Source: an optimization exercise on an open RTL-to-GDS flow (aim: small area, a short achievable clock period and few clock cycles per item). Production flows keep margins and buffers that such runs may drop.
RTL that was checked went through simulation tests only; none was proved equivalent to the original.
For run 2, only the layout was checked, not whether the RTL still works.

==> flow/design.v, too long to show whole: its modules and the start of the top module <==
// module vm_sm: 3 lines
// module vm_smn: 3 lines
// module vm_fa: 4 lines
// module vm_ha: 4 lines
// module vm_ha1: 4 lines
// module vm_inv: 3 lines
// module vm_x: 3 lines
// module vm_xn: 3 lines
// module vm_nand: 3 lines
// module vm_nor: 3 lines
// module vm_sel: 3 lines
// module vm_sel0: 3 lines
// module vm_aoi: 3 lines
// module vm_oai: 3 lines
// module vedic_mult_pipe: 4844 lines
module vedic_mult_pipe #(
    parameter int WIDTH = 32
) (
    input  logic              clk,
    input  logic              rst_n,
    input  logic              in_valid,
    output logic              in_ready,
    input  logic [WIDTH-1:0]  in_a,
    input  logic [WIDTH-1:0]  in_b,
    input  logic              in_signed,
    output logic              out_valid,
    input  logic              out_ready,
    output logic [2*WIDTH-1:0] out_p,
    output logic              busy
);
  // ...
==> flow/run.sh <==
#!/bin/bash
# synth_recipe.tcl (not shown) runs the flow's synth.tcl, then flattens the netlist and writes it again
# the make line also repeats each setting of config.mk as NAME=value (left out here)
make -C /OpenROAD-flow-scripts/flow DESIGN_CONFIG=/design/flow/config.mk WORK_HOME=/design/flow/orfs CLKGATE_MAP_FILE= SYNTH_SCRIPT=/design/flow/synth_recipe.tcl finish
==> flow/config.mk <==
export PLATFORM = sky130hd
export DESIGN_NAME = vedic_mult_pipe
export DESIGN_NICKNAME = vedic_mult_pipe
export VERILOG_FILES = /design/flow/design.v
export SDC_FILE = /design/flow/constraint.sdc
export NUM_CORES = 4
export LEC_CHECK = 0
export CAP_MARGIN = 20
export CORE_MARGIN = 2
export CORE_UTILIZATION = 65
export CTS_BUF_LIST = sky130_fd_sc_hd__clkbuf_8
export PLACE_DENSITY = 0.85
export SLEW_MARGIN = 20
export SYNTH_HIERARCHICAL = 1
==> flow/constraint.sdc <==
create_clock -name core_clock -period 11.0 [get_ports {clk}]
set_input_delay 2.2000 -clock core_clock [delete_from_list [all_inputs] [get_ports {clk}]]
set_output_delay 2.2000 -clock core_clock [all_outputs]
set_load 0.01 [all_outputs]
==> flow_summary_export.csv, run 1 <==
group,metric,value,unit
sta,slew_violations,0,
layout,area_growth,12.7,%
floorplan,num_rows,83,
global_route,first_global_vias,29000,
synth,synthTopCellsByArea,"edfxtp_1 31%, fa_1 28%, xor2_1 15%, o22ai_1 9.9%, ha_1 4.1%",
layout,clkCellAreaFrac,0.0352,
synth,synthSimpleGateAreaFrac,0.0337,
placement,dpl.hpwl,69.3,mm
route,post_drt_wl_per_cell,30.0,µm
layout,largest_register_ffs,139,
layout,seq_cells,355,
layout,design_area,0.0378,mm²
worst_setup_path,cp_top_family,"adder cells",
layout,finalNonFillerCells,3776,
synth,synth_edf_count,349,
global_route,use_met1,0.536,
synth,synth_xor_area_frac,0.162,
global_route,grtUsageMet3,0.180,
synth,yosys-top-cells-count,"570 x xor2_1, 528 x o22ai_1, 472 x fa_1",
floorplan,die_area,0.0534,mm²
layout,multi_input_area_share,0.596,
worst_setup_path,critPathBufInv,1,
run_status,outcome,"no timing/DRC/antenna violations",
synth,synth_compound_area_frac,0.151,
global_route,grt_overflow,0,
worst_setup_path,cp_num_cells,8,
layout,top_regs,"cs1 x139, pk x64, po x64",
worst_setup_path,start_kind,"flop",
synth,async_flop_share,0.0169,
worst_setup_path,crit_fanout,33,
clocking,clock_latency,0.68,ns
Testbench counts, summed over its fixed seeds: cycles 16,024, items 16,000.
==> run 2: changes to the inputs <==
--- a/flow/design.v
+++ b/flow/design.v
@@ -1,14 +1,8 @@
-module vm_sm (input logic p, c, k, s, output logic y);
-    assign y = s ? k : (p ^ c);
-endmodule
-module vm_smn (input logic p, c, k, s, output logic y);
-    assign y = s ? k : ~(p ^ c);
-endmodule
 module vm_fa (input logic a, b, ci, output logic s, co);
     assign s  = a ^ b ^ ci;
     assign co = (a & b) | (a & ci) | (b & ci);
 endmodule
 module vm_ha (input logic a, b, output logic s, co);
     assign s  = a ^ b;
     assign co = a & b;
 endmodule
@@ -55,27 +49,31 @@
     input  logic              in_signed,
     output logic              out_valid,
     input  logic              out_ready,
     output logic [2*WIDTH-1:0] out_p,
     output logic              busy
 );
     logic sgn;
     assign sgn = in_signed;
-    logic v0, v1, vo, vk, rdy, busy_q;
-    logic v0_d, v1_d, vo_d, vk_d;
-    logic adv, ofree, take;
+    logic sv, v0, v1, vo, rdy, busy_q;
+    logic sv_d, v0_d, v1_d, vo_d;
+    logic adv;
+    logic [31:0] ska, skb;
+    logic        sks;
+    logic [31:0] ma, mb;
+    logic        ms;
     logic [31:0] a0n;
     logic        xa0n;
     logic [16:0] bonen0;
     logic [15:0] btwon0, bneg0;
     logic [16:0] bone_d, btwo_d, bneg_d;
     logic [34:0] yb;       
     logic [138:0] cs1, cs_d;
-    logic [63:0] po, pk, po_d;
+    logic [63:0] po, res;
     logic m1;
     logic pp2;
     logic m3;
     logic pp4;
     logic m5;
     logic pp6;
     logic m7;
     logic pp8;
@@ -2674,81 +2672,83 @@
     logic pg2601;
     logic pg2602;
     logic pg2603;
     logic pg2604;
     logic pg2605;
     logic pg2606;
     logic pg2607;
     logic pg2608;
-    logic po_d2609;
-    logic po_d2610;
-    logic po_d2611;
-    logic po_d2612;
-    logic po_d2613;
-    logic po_d2614;
-    logic po_d2615;
-    logic po_d2616;
-    logic po_d2617;
-    logic po_d2618;
-    logic po_d2619;
-    logic po_d2620;
-    logic po_d2621;
-    logic po_d2622;
-    logic po_d2623;
-    logic po_d2624;
-    logic po_d2625;
-    logic po_d2626;
-    logic po_d2627;
-    logic po_d2628;
-    logic po_d2629;
-    logic po_d2630;
-    logic po_d2631;
-    logic po_d2632;
-    logic po_d2633;
-    logic po_d2634;
-    logic po_d2635;
-    logic po_d2636;
-    logic po_d2637;
-    logic po_d2638;
-    logic po_d2639;
-    logic po_d2640;
-    logic po_d2641;
-    logic po_d2642;
-    logic po_d2643;
-    logic po_d2644;
-    logic po_d2645;
-    logic po_d2646;
-    logic po_d2647;
-    logic po_d2648;
-    logic po_d2649;
-    logic po_d2650;
-    logic po_d2651;
-    logic po_d2652;
-    logic po_d2653;
-    logic po_d2654;
-    logic po_d2655;
-    logic po_d2656;
-    logic po_d2657;
-    logic po_d2658;
-    logic po_d2659;
-    logic po_d2660;
-    logic po_d2661;
-    logic po_d2662;
-    logic po_d2663;
-    logic po_d2664;
-    logic po_d2665;
-    logic po_d2666;
-    logic po_d2667;
-    logic po_d2668;
-    logic po_d2669;
-    logic po_d2670;
-    logic po_d2671;
-    logic po_d2672;
-    assign yb = {{2{sgn & in_b[31]}}, in_b, 1'b0};
+    logic sum2609;
+    logic sum2610;
+    logic sum2611;
+    logic sum2612;
+    logic sum2613;
+    logic sum2614;
+    logic sum2615;
+    logic sum2616;
+    logic sum2617;
+    logic sum2618;
+    logic sum2619;
+    logic sum2620;
+    logic sum2621;
+    logic sum2622;
+    logic sum2623;
+    logic sum2624;
+    logic sum2625;
+    logic sum2626;
+    logic sum2627;
+    logic sum2628;
+    logic sum2629;
+    logic sum2630;
+    logic sum2631;
+    logic sum2632;
+    logic sum2633;
+    logic sum2634;
+    logic sum2635;
+    logic sum2636;
+    logic sum2637;
+    logic sum2638;
+    logic sum2639;
+    logic sum2640;
+    logic sum2641;
+    logic sum2642;
+    logic sum2643;
+    logic sum2644;
+    logic sum2645;
+    logic sum2646;
+    logic sum2647;
+    logic sum2648;
+    logic sum2649;
+    logic sum2650;
+    logic sum2651;
+    logic sum2652;
+    logic sum2653;
+    logic sum2654;
+    logic sum2655;
+    logic sum2656;
+    logic sum2657;
+    logic sum2658;
+    logic sum2659;
+    logic sum2660;
+    logic sum2661;
+    logic sum2662;
+    logic sum2663;
+    logic sum2664;
+    logic sum2665;
+    logic sum2666;
+    logic sum2667;
+    logic sum2668;
+    logic sum2669;
+    logic sum2670;
+    logic sum2671;
+    assign ma = sv ? ska : in_a;
+    assign mb = sv ? skb : in_b;
+    assign ms = sv ? sks : sgn;
+    assign yb = {{2{ms & mb[31]}}, mb, 1'b0};
     always_comb begin
         for (int j = 0; j < 17; j++) begin
             bneg_d[j] = yb[2*j+2];
             bone_d[j] = yb[2*j+1] ^ yb[2*j];
             btwo_d[j] = (yb[2*j+2] & ~yb[2*j+1] & ~yb[2*j]) | (~yb[2*j+2] & yb[2*j+1] & yb[2*j]);
         end
     end
     vm_sel0 u_m1 (.onen(bonen0[0]), .xn1(a0n[0]), .m(m1));
@@ -4774,116 +4774,117 @@
     vm_aoi u_pg2601 (.gh(g2257), .ph(p2258), .gl(pg2561), .g(pg2601));
     vm_aoi u_pg2602 (.gh(g2261), .ph(p2262), .gl(pg2563), .g(pg2602));
     vm_aoi u_pg2603 (.gh(g2265), .ph(p2266), .gl(pg2564), .g(pg2603));
     vm_aoi u_pg2604 (.gh(g2269), .ph(p2270), .gl(pg2565), .g(pg2604));
     vm_aoi u_pg2605 (.gh(g2273), .ph(p2274), .gl(pg2566), .g(pg2605));
     vm_aoi u_pg2606 (.gh(1'b0), .ph(cs1[130]), .gl(pg2567), .g(pg2606));
     vm_aoi u_pg2607 (.gh(1'b0), .ph(cs1[133]), .gl(pg2568), .g(pg2607));
     vm_aoi u_pg2608 (.gh(1'b0), .ph(cs1[136]), .gl(pg2569), .g(pg2608));
-    assign po_d2609 = vk ? pk[0] : p2174;
-    vm_sm u_po_d2610 (.p(cs1[2]), .c(g2173), .k(pk[1]), .s(vk), .y(po_d2610));
-    vm_smn u_po_d2611 (.p(cs1[3]), .c(pg2283), .k(pk[2]), .s(vk), .y(po_d2611));
-    vm_smn u_po_d2612 (.p(cs1[4]), .c(pg2570), .k(pk[3]), .s(vk), .y(po_d2612));
-    vm_sm u_po_d2613 (.p(cs1[5]), .c(pg2344), .k(pk[4]), .s(vk), .y(po_d2613));
-    vm_smn u_po_d2614 (.p(cs1[6]), .c(pg2571), .k(pk[5]), .s(vk), .y(po_d2614));
-    vm_smn u_po_d2615 (.p(cs1[7]), .c(pg2403), .k(pk[6]), .s(vk), .y(po_d2615));
-    vm_smn u_po_d2616 (.p(p2176), .c(pg2572), .k(pk[7]), .s(vk), .y(po_d2616));
-    vm_smn u_po_d2617 (.p(p2178), .c(pg2405), .k(pk[8]), .s(vk), .y(po_d2617));
-    vm_smn u_po_d2618 (.p(p2180), .c(pg2573), .k(pk[9]), .s(vk), .y(po_d2618));
-    vm_sm u_po_d2619 (.p(p2182), .c(pg2460), .k(pk[10]), .s(vk), .y(po_d2619));
-    vm_smn u_po_d2620 (.p(p2184), .c(pg2574), .k(pk[11]), .s(vk), .y(po_d2620));
-    vm_sm u_po_d2621 (.p(p2186), .c(pg2461), .k(pk[12]), .s(vk), .y(po_d2621));
-    vm_smn u_po_d2622 (.p(p2188), .c(pg2575), .k(pk[13]), .s(vk), .y(po_d2622));
-    vm_sm u_po_d2623 (.p(p2190), .c(pg2463), .k(pk[14]), .s(vk), .y(po_d2623));
-    vm_smn u_po_d2624 (.p(p2192), .c(pg2576), .k(pk[15]), .s(vk), .y(po_d2624));
-    vm_sm u_po_d2625 (.p(p2194), .c(pg2464), .k(pk[16]), .s(vk), .y(po_d2625));
-    vm_smn u_po_d2626 (.p(p2196), .c(pg2577), .k(pk[17]), .s(vk), .y(po_d2626));
-    vm_smn u_po_d2627 (.p(p2198), .c(pg2511), .k(pk[18]), .s(vk), .y(po_d2627));
-    vm_smn u_po_d2628 (.p(p2200), .c(pg2578), .k(pk[19]), .s(vk), .y(po_d2628));
-    vm_smn u_po_d2629 (.p(p2202), .c(pg2512), .k(pk[20]), .s(vk), .y(po_d2629));
-    vm_smn u_po_d2630 (.p(p2204), .c(pg2580), .k(pk[21]), .s(vk), .y(po_d2630));
-    vm_smn u_po_d2631 (.p(p2206), .c(pg2513), .k(pk[22]), .s(vk), .y(po_d2631));
-    vm_smn u_po_d2632 (.p(p2208), .c(pg2582), .k(pk[23]), .s(vk), .y(po_d2632));
-    vm_smn u_po_d2633 (.p(p2210), .c(pg2515), .k(pk[24]), .s(vk), .y(po_d2633));
-    vm_smn u_po_d2634 (.p(p2212), .c(pg2584), .k(pk[25]), .s(vk), .y(po_d2634));
-    vm_smn u_po_d2635 (.p(p2214), .c(pg2517), .k(pk[26]), .s(vk), .y(po_d2635));
-    vm_smn u_po_d2636 (.p(p2216), .c(pg2586), .k(pk[27]), .s(vk), .y(po_d2636));
-    vm_smn u_po_d2637 (.p(p2218), .c(pg2518), .k(pk[28]), .s(vk), .y(po_d2637));
-    vm_smn u_po_d2638 (.p(p2220), .c(pg2588), .k(pk[29]), .s(vk), .y(po_d2638));
-    vm_smn u_po_d2639 (.p(p2222), .c(pg2519), .k(pk[30]), .s(vk), .y(po_d2639));
-    vm_smn u_po_d2640 (.p(p2224), .c(pg2590), .k(pk[31]), .s(vk), .y(po_d2640));
-    vm_smn u_po_d2641 (.p(p2226), .c(pg2520), .k(pk[32]), .s(vk), .y(po_d2641));
-    vm_smn u_po_d2642 (.p(p2228), .c(pg2592), .k(pk[33]), .s(vk), .y(po_d2642));
-    vm_sm u_po_d2643 (.p(p2230), .c(pg2551), .k(pk[34]), .s(vk), .y(po_d2643));
-    vm_smn u_po_d2644 (.p(p2232), .c(pg2594), .k(pk[35]), .s(vk), .y(po_d2644));
-    vm_sm u_po_d2645 (.p(p2234), .c(pg2552), .k(pk[36]), .s(vk), .y(po_d2645));
-    vm_smn u_po_d2646 (.p(p2236), .c(pg2595), .k(pk[37]), .s(vk), .y(po_d2646));
-    vm_sm u_po_d2647 (.p(p2238), .c(pg2553), .k(pk[38]), .s(vk), .y(po_d2647));
-    vm_smn u_po_d2648 (.p(p2240), .c(pg2596), .k(pk[39]), .s(vk), .y(po_d2648));
-    vm_sm u_po_d2649 (.p(p2242), .c(pg2554), .k(pk[40]), .s(vk), .y(po_d2649));
-    vm_smn u_po_d2650 (.p(p2244), .c(pg2597), .k(pk[41]), .s(vk), .y(po_d2650));
-    vm_sm u_po_d2651 (.p(p2246), .c(pg2555), .k(pk[42]), .s(vk), .y(po_d2651));
-    vm_smn u_po_d2652 (.p(p2248), .c(pg2598), .k(pk[43]), .s(vk), .y(po_d2652));
-    vm_sm u_po_d2653 (.p(p2250), .c(pg2557), .k(pk[44]), .s(vk), .y(po_d2653));
-    vm_smn u_po_d2654 (.p(p2252), .c(pg2599), .k(pk[45]), .s(vk), .y(po_d2654));
-    vm_sm u_po_d2655 (.p(p2254), .c(pg2559), .k(pk[46]), .s(vk), .y(po_d2655));
-    vm_smn u_po_d2656 (.p(p2256), .c(pg2600), .k(pk[47]), .s(vk), .y(po_d2656));
-    vm_sm u_po_d2657 (.p(p2258), .c(pg2561), .k(pk[48]), .s(vk), .y(po_d2657));
-    vm_smn u_po_d2658 (.p(p2260), .c(pg2601), .k(pk[49]), .s(vk), .y(po_d2658));
-    vm_sm u_po_d2659 (.p(p2262), .c(pg2563), .k(pk[50]), .s(vk), .y(po_d2659));
-    vm_smn u_po_d2660 (.p(p2264), .c(pg2602), .k(pk[51]), .s(vk), .y(po_d2660));
-    vm_sm u_po_d2661 (.p(p2266), .c(pg2564), .k(pk[52]), .s(vk), .y(po_d2661));
-    vm_smn u_po_d2662 (.p(p2268), .c(pg2603), .k(pk[53]), .s(vk), .y(po_d2662));
-    vm_sm u_po_d2663 (.p(p2270), .c(pg2565), .k(pk[54]), .s(vk), .y(po_d2663));
-    vm_smn u_po_d2664 (.p(p2272), .c(pg2604), .k(pk[55]), .s(vk), .y(po_d2664));
-    vm_sm u_po_d2665 (.p(p2274), .c(pg2566), .k(pk[56]), .s(vk), .y(po_d2665));
-    vm_smn u_po_d2666 (.p(p2276), .c(pg2605), .k(pk[57]), .s(vk), .y(po_d2666));
-    vm_sm u_po_d2667 (.p(cs1[130]), .c(pg2567), .k(pk[58]), .s(vk), .y(po_d2667));
-    vm_smn u_po_d2668 (.p(p2278), .c(pg2606), .k(pk[59]), .s(vk), .y(po_d2668));
-    vm_sm u_po_d2669 (.p(cs1[133]), .c(pg2568), .k(pk[60]), .s(vk), .y(po_d2669));
-    vm_smn u_po_d2670 (.p(p2280), .c(pg2607), .k(pk[61]), .s(vk), .y(po_d2670));
-    vm_sm u_po_d2671 (.p(cs1[136]), .c(pg2569), .k(pk[62]), .s(vk), .y(po_d2671));
-    vm_smn u_po_d2672 (.p(p2282), .c(pg2608), .k(pk[63]), .s(vk), .y(po_d2672));
-    assign po_d = {po_d2672, po_d2671, po_d2670, po_d2669, po_d2668, po_d2667, po_d2666, po_d2665, po_d2664, po_d2663, po_d2662, po_d2661, po_d2660, po_d2659, po_d2658, po_d2657, po_d2656, po_d2655, po_d2654, po_d2653, po_d2652, po_d2651, po_d2650, po_d2649, po_d2648, po_d2647, po_d2646, po_d2645, po_d2644, po_d2643, po_d2642, po_d2641, po_d2640, po_d2639, po_d2638, po_d2637, po_d2636, po_d2635, po_d2634, po_d2633, po_d2632, po_d2631, po_d2630, po_d2629, po_d2628, po_d2627, po_d2626, po_d2625, po_d2624, po_d2623, po_d2622, po_d2621, po_d2620, po_d2619, po_d2618, po_d2617, po_d2616, po_d2615, po_d2614, po_d2613, po_d2612, po_d2611, po_d2610, po_d2609};
-    assign adv       = !vk;           
-    assign ofree     = !vo || out_ready;
-    assign take      = in_valid && rdy;
+    vm_x u_sum2609 (.a(cs1[2]), .b(g2173), .y(sum2609));
+    vm_xn u_sum2610 (.a(cs1[3]), .b(pg2283), .y(sum2610));
+    vm_xn u_sum2611 (.a(cs1[4]), .b(pg2570), .y(sum2611));
+    vm_x u_sum2612 (.a(cs1[5]), .b(pg2344), .y(sum2612));
+    vm_xn u_sum2613 (.a(cs1[6]), .b(pg2571), .y(sum2613));
+    vm_xn u_sum2614 (.a(cs1[7]), .b(pg2403), .y(sum2614));
+    vm_xn u_sum2615 (.a(p2176), .b(pg2572), .y(sum2615));
+    vm_xn u_sum2616 (.a(p2178), .b(pg2405), .y(sum2616));
+    vm_xn u_sum2617 (.a(p2180), .b(pg2573), .y(sum2617));
+    vm_x u_sum2618 (.a(p2182), .b(pg2460), .y(sum2618));
+    vm_xn u_sum2619 (.a(p2184), .b(pg2574), .y(sum2619));
+    vm_x u_sum2620 (.a(p2186), .b(pg2461), .y(sum2620));
+    vm_xn u_sum2621 (.a(p2188), .b(pg2575), .y(sum2621));
+    vm_x u_sum2622 (.a(p2190), .b(pg2463), .y(sum2622));
+    vm_xn u_sum2623 (.a(p2192), .b(pg2576), .y(sum2623));
+    vm_x u_sum2624 (.a(p2194), .b(pg2464), .y(sum2624));
+    vm_xn u_sum2625 (.a(p2196), .b(pg2577), .y(sum2625));
+    vm_xn u_sum2626 (.a(p2198), .b(pg2511), .y(sum2626));
+    vm_xn u_sum2627 (.a(p2200), .b(pg2578), .y(sum2627));
+    vm_xn u_sum2628 (.a(p2202), .b(pg2512), .y(sum2628));
+    vm_xn u_sum2629 (.a(p2204), .b(pg2580), .y(sum2629));
+    vm_xn u_sum2630 (.a(p2206), .b(pg2513), .y(sum2630));
+    vm_xn u_sum2631 (.a(p2208), .b(pg2582), .y(sum2631));
+    vm_xn u_sum2632 (.a(p2210), .b(pg2515), .y(sum2632));
+    vm_xn u_sum2633 (.a(p2212), .b(pg2584), .y(sum2633));
+    vm_xn u_sum2634 (.a(p2214), .b(pg2517), .y(sum2634));
+    vm_xn u_sum2635 (.a(p2216), .b(pg2586), .y(sum2635));
+    vm_xn u_sum2636 (.a(p2218), .b(pg2518), .y(sum2636));
+    vm_xn u_sum2637 (.a(p2220), .b(pg2588), .y(sum2637));
+    vm_xn u_sum2638 (.a(p2222), .b(pg2519), .y(sum2638));
+    vm_xn u_sum2639 (.a(p2224), .b(pg2590), .y(sum2639));
+    vm_xn u_sum2640 (.a(p2226), .b(pg2520), .y(sum2640));
+    vm_xn u_sum2641 (.a(p2228), .b(pg2592), .y(sum2641));
+    vm_x u_sum2642 (.a(p2230), .b(pg2551), .y(sum2642));
+    vm_xn u_sum2643 (.a(p2232), .b(pg2594), .y(sum2643));
+    vm_x u_sum2644 (.a(p2234), .b(pg2552), .y(sum2644));
+    vm_xn u_sum2645 (.a(p2236), .b(pg2595), .y(sum2645));
+    vm_x u_sum2646 (.a(p2238), .b(pg2553), .y(sum2646));
+    vm_xn u_sum2647 (.a(p2240), .b(pg2596), .y(sum2647));
+    vm_x u_sum2648 (.a(p2242), .b(pg2554), .y(sum2648));
+    vm_xn u_sum2649 (.a(p2244), .b(pg2597), .y(sum2649));
+    vm_x u_sum2650 (.a(p2246), .b(pg2555), .y(sum2650));
+    vm_xn u_sum2651 (.a(p2248), .b(pg2598), .y(sum2651));
+    vm_x u_sum2652 (.a(p2250), .b(pg2557), .y(sum2652));
+    vm_xn u_sum2653 (.a(p2252), .b(pg2599), .y(sum2653));
+    vm_x u_sum2654 (.a(p2254), .b(pg2559), .y(sum2654));
+    vm_xn u_sum2655 (.a(p2256), .b(pg2600), .y(sum2655));
+    vm_x u_sum2656 (.a(p2258), .b(pg2561), .y(sum2656));
+    vm_xn u_sum2657 (.a(p2260), .b(pg2601), .y(sum2657));
+    vm_x u_sum2658 (.a(p2262), .b(pg2563), .y(sum2658));
+    vm_xn u_sum2659 (.a(p2264), .b(pg2602), .y(sum2659));
+    vm_x u_sum2660 (.a(p2266), .b(pg2564), .y(sum2660));
+    vm_xn u_sum2661 (.a(p2268), .b(pg2603), .y(sum2661));
+    vm_x u_sum2662 (.a(p2270), .b(pg2565), .y(sum2662));
+    vm_xn u_sum2663 (.a(p2272), .b(pg2604), .y(sum2663));
+    vm_x u_sum2664 (.a(p2274), .b(pg2566), .y(sum2664));
+    vm_xn u_sum2665 (.a(p2276), .b(pg2605), .y(sum2665));
+    vm_x u_sum2666 (.a(cs1[130]), .b(pg2567), .y(sum2666));
+    vm_xn u_sum2667 (.a(p2278), .b(pg2606), .y(sum2667));
+    vm_x u_sum2668 (.a(cs1[133]), .b(pg2568), .y(sum2668));
+    vm_xn u_sum2669 (.a(p2280), .b(pg2607), .y(sum2669));
+    vm_x u_sum2670 (.a(cs1[136]), .b(pg2569), .y(sum2670));
+    vm_xn u_sum2671 (.a(p2282), .b(pg2608), .y(sum2671));
+    assign res = {sum2671, sum2670, sum2669, sum2668, sum2667, sum2666, sum2665, sum2664, sum2663, sum2662, sum2661, sum2660, sum2659, sum2658, sum2657, sum2656, sum2655, sum2654, sum2653, sum2652, sum2651, sum2650, sum2649, sum2648, sum2647, sum2646, sum2645, sum2644, sum2643, sum2642, sum2641, sum2640, sum2639, sum2638, sum2637, sum2636, sum2635, sum2634, sum2633, sum2632, sum2631, sum2630, sum2629, sum2628, sum2627, sum2626, sum2625, sum2624, sum2623, sum2622, sum2621, sum2620, sum2619, sum2618, sum2617, sum2616, sum2615, sum2614, sum2613, sum2612, sum2611, sum2610, sum2609, p2174};
+    assign adv       = !vo || out_ready;
     assign in_ready  = rdy;           
     assign out_valid = vo;
     assign out_p     = po;
     assign busy      = busy_q;        
     always_comb begin
-        v0_d = adv ? take : v0;
+        sv_d = !adv & (sv | in_valid);
+        v0_d = adv ? (sv | in_valid) : v0;
         v1_d = adv ? v0 : v1;
-        vo_d = ofree ? (vk | (v1 & adv)) : vo;
-        vk_d = !ofree & (vk | (v1 & adv));
+        vo_d = adv ? v1 : vo;
     end
     always_ff @(posedge clk or negedge rst_n) begin
         if (!rst_n) begin
+            sv     <= 1'b0;
             v0     <= 1'b0;
             v1     <= 1'b0;
             vo     <= 1'b0;
-            vk     <= 1'b0;
-            rdy    <= 1'b0;
+            rdy    <= 1'b1;
             busy_q <= 1'b0;
         end else begin
+            sv     <= sv_d;
             v0     <= v0_d;
             v1     <= v1_d;
             vo     <= vo_d;
-            vk     <= vk_d;
-            rdy    <= !vk_d;
-            busy_q <= v0_d | v1_d | vo_d | vk_d;
+            rdy    <= !sv_d;
+            busy_q <= sv_d | v0_d | v1_d | vo_d;
         end
     end
     always_ff @(posedge clk) begin
+        if (!sv) begin
+            ska <= in_a;
+            skb <= in_b;
+            sks <= sgn;
+        end
         if (adv) begin
-            a0n    <= ~in_a;
-            xa0n   <= ~(sgn & in_a[31]);
+            a0n    <= ~ma;
+            xa0n   <= ~(ms & ma[31]);
             bonen0 <= ~bone_d;
             btwon0 <= ~btwo_d[15:0];
             bneg0  <= bneg_d[15:0];
             cs1    <= cs_d;
-            pk     <= po_d;
+            po     <= res;
         end
-        if (ofree) po <= po_d;
     end
 endmodule
==> flow/config.mk (replaced) <==
export PLATFORM = sky130hd
export DESIGN_NAME = vedic_mult_pipe
export DESIGN_NICKNAME = vedic_mult_pipe
export VERILOG_FILES = /design/flow/design.v
export SDC_FILE = /design/flow/constraint.sdc
export NUM_CORES = 4
export LEC_CHECK = 0
export CAP_MARGIN = 20
export CORE_MARGIN = 2
export CORE_UTILIZATION = 45
export PLACE_DENSITY = 0.6
export SLEW_MARGIN = 20
export SYNTH_HIERARCHICAL = 1
==> run 2 against run 1 <==
Effect of this change:
- still clean on timing, DRC and antenna
- non-clock buffer count did not move
- clock-buffer cell count fell by 20
- first-iteration DRC count fell by 19%
- clock skew fell by 0.00095 ns
==> flow_summary_export.csv, run 2 <==
group,metric,value,unit
sta,hold_viol,0,
worst_setup_path,critPathBufInv,3,
global_route,grt_max_degree,71,
clocking,numCtsBuffers,43,
layout,fillCellCount,6320,
synth,synth_flop_cell,"edfxtp_1",
clocking,cts_resized,0,
layout,regArea,0.0100,mm²
synth,synth_area,0.0334,mm²
placement,place.gp.congestion,0.952,
route,dr.pass1.iters,8,
sta,fin_crit_sh,0.405,
layout,largest_register_ffs,139,
route,post_drt_wl_per_cell,29.0,µm
placement,dpl.hpwl,69.5,mm
worst_setup_path,cp_data_arrival_time,4.65,ns
layout,drive_gt1_frac,0.0998,
worst_setup_path,path_cells,"clkdlybuf4s50_1 -> nand2b_4 -> buf_4 -> buf_4",
sta,finalClockSkew,0.0333,ns
clocking,cts_max_level,2,
synth,yosysUniqueCellTypes,32,
worst_setup_path,cpMaxStageDelayCell,"buf_4",
route,via_per_inst,6.48,
synth,synth_area_per_cell,12.3,µm²
worst_setup_path,end_kind,"flop",
worst_setup_path,critPathMostFrequentCell,"buf_4",
synth,synth_edf_count,285,
global_route,grt_pass1_wl,173,mm
layout,layout.nets,3642,
layout,multi_input_area,0.0228,mm²
sta,fin_crit,4.45,ns
layout,antennaDiodeCount,0,
floorplan,die_area,0.0764,mm²
global_route,grt_usage,0.300,
sta,max_freq,225,MHz
route,vias,25800,
layout,fin_util,0.520,
clocking,post-cts-setup-buffers,0,
job,maxCapViolCount,0,
clocking,cts.sinks,356,
route,drt_iter0_markers,3429,
clocking,clockBufferDepth,3,
route,ant_nets,0,
floorplan,pin_count,136,
sta,max-slew-margin-rel,0.348,
synth,yosysTopAreaCellShare,0.283,
synth,yosys-top-cells-count,"549 x xor2_1, 528 x o22ai_1, 472 x fa_1",
placement,port_buffers,135,
worst_setup_path,crit_fanout,64,
clocking,path_clk_slew,0.05,ns
sta,tns,0,ns
floorplan,die_w,276,µm
run_status,outcome,"no timing/DRC/antenna violations",
sta,slew_violations,0,
worst_setup_path,critPathMaxStageDelay,0.73,ns
synth,synth_cells,2720,
layout,top_regs,"cs1 x139, po x64",
synth,yosysWarnings,7,
sta,tightest_slew,0.977,ns
sta,setup_violations,0,
clocking,cts_tree,"built",
clocking,cts_hold_buf,0,
worst_setup_path,path_class,"in2reg",
sta,rsz0062_at_grt,"false",
synth,ys_ff_latch,356,
global_route,grt_overflow,0,
synth,synthTopCellsByArea,"fa_1 28%, edfxtp_1 26%, xor2_1 14%, o22ai_1 9.9%, ha_1 4.1%",
route,drt_wl_total,116,mm
floorplan,die_h,276,µm
layout,final_cell_mix,"549 x xor2_1, 528 x o22ai_1, 472 x fa_1, 285 x edfxtp_1, 143 x inv_1",
clocking,clock_latency,0.60,ns
global_route,antenna_found_initial,3,
route,drc,0,
worst_setup_path,required,11.20,ns
floorplan,num_rows,99,
synth,yosys.cell_count.top_type,"xor2_1",
synth,yosys.area.top_type,"fa_1",
layout,area_growth,14.0,%
layout,final_common_cell,"xor2_1",
global_route,first_global_vias,28000,
layout,largest_register,"cs1",
clocking,clockRootBuffer,"clkbuf_16",
worst_setup_path,cp_top_family,"buffers and inverters",
worst_setup_path,start_kind,"input port",
min_path,hold_path_class,"reg2reg",
floorplan,start_util,0.456,
synth,async_flop_share,0.0169,
floorplan,core,0.0732,mm²
synth,seq_area_frac_synth,0.300,
-- run 2: changes by cell type in the layout (fill, tap and decap cells not counted), moves of 13 or more --
cell       previous run  this run
clkbuf_16             0        44
nand2_1             140        74
nor2_1              114       129
clkbuf_8             66         0
xnor2_1              52        73
mux2i_4               0        15
edfxtp_1            349       285
dfxtp_1               0        65
mux2i_1               0        46
xor2_1              570       549
inv_1               123       143
o21ai_1             135        72
and3b_1              13         0
-- run 2: final timing paths --
kind                                   start           endpoint  slack, ns  cells past startpoint
max                                out_ready   po[23]$_DFFE_PP_       6.55                      4
min                          ska[18]$_DFF_P_    ska[18]$_DFF_P_       0.45                      2
max reg2reg                a0n[24]$_DFFE_PP_  cs1[65]$_DFFE_PP_       6.93                      8
min reg2reg                  ska[18]$_DFF_P_    ska[18]$_DFF_P_       0.45                      2
max in group asynchronous              rst_n      rdy$_DFF_PN1_       8.89                      1
min in group asynchronous              rst_n   busy_q$_DFF_PN0_       1.84                      1
-- run 2: per-module statistics from Yosys (local to each module, per instance) --
module | cells inside | copies in the design
vm_fa | 1 | 472
vm_sel | 1 | 528
vm_xn | 1 | 58
vm_inv | 1 | 16
vm_aoi | 1 | 114
vm_oai | 1 | 72
vm_nor | 1 | 52
vm_nand | 1 | 72
vm_sel0 | 1 | 48
vm_ha1 | 5 | 16
vm_x | 1 | 549
vm_ha | 1 | 93
vedic_mult_pipe | 566 | 1
-- run 2: worst min-delay path: cells and delay by family, from the launching register on --
family                 cells  cell delay (ns)
DFF                        1             0.30
muxes                      1             0.07
buffers and inverters      1             0.05
-- run 2: layout make-up --
type / instances / area share
clock buffers: 46 / 0.0291
flip-flops and latches: 356 / 0.263
clock inverters: 34 / 0.0102
multi-input cells: 2224 / 0.599
well taps: 959 / 0.0315
repair buffers: 222 / 0.0527
inverters: 145 / 0.0143
-- run 2: cell families (layout without fill, tap and decap cells) --
group | after synthesis | after routing | share of synthesized area
adder cells (fa/ha/maj) | 581 | 581 | 0.324
AO/OA/AOI/OAI | 730 | 730 | 0.143
flip-flops | 356 | 356 | 0.300
XOR/XNOR | 622 | 622 | 0.163
buffers and inverters | 153 | 447 | 0.0192
multiplexers | 66 | 66 | 0.0259
other | 1 | 14 | 0.000112
AND/OR/NAND/NOR | 211 | 211 | 0.0246
-- run 2: metal layers --
layer | vias up | wire, µm | track usage
met2 | 2106 | 50600 | 0.454
met3 | 604 | 15400 | 0.112
li1 | 10400 | - | -
met4 | 4 | 6790 | 0.157
met5 | - | 32 | 0
met1 | 12700 | 42900 | 0.375
-- run 2: metrics by stage --
stage          worst slack, ns  hold slack [ns]  instances  instance area, µm²
2_1_floorplan            0.769            0.424       2733               33400
3_3_place_gp              6.02            0.439       3906               36500
3_5_place_dp              5.95            0.446       3906               36500
4_1_cts                   6.56            0.461       3986               38000
5_1_grt                   6.35            0.479       3986               38000
6_report                  6.55            0.455       3986               38000

[afterwards: timing with drivers on the ports]
No port has a modelled driver above. Below, the same layouts with a new extraction and two added sets of constraints.
Step 1: set_driving_cell puts a clkbuf_16 on clk and a buf_2 on each other input, an assumption about the parent block.
Step 2 times the ports against the registers' clock, not the clock port: input delays grow and output delays shrink by t, the midpoint of the rising clock arrivals with the driver on.
Three values: ideal, step 1, step 2; two values: the first two.
run | t (ns) | setup slack, ns | worst hold slack (ns) | worst register clock-pin slew, ns | worst slew at a driven data input, ns
run 1 | 0.715 | 6.829 / 6.829 / 6.829 | 0.511 / 0.511 / 0.511 | 0.07 / 0.07 | 0.06
run 2 | 0.643 | 6.547 / 6.575 / 5.932 | 0.455 / 0.455 / 0.455 | 0.07 / 0.07 | 0.07
After both steps setup and hold are still met in every run listed. For run 2, which loses most, drivers alone change the setup slack by +0.028 ns; drivers and shift together by -0.615 ns.
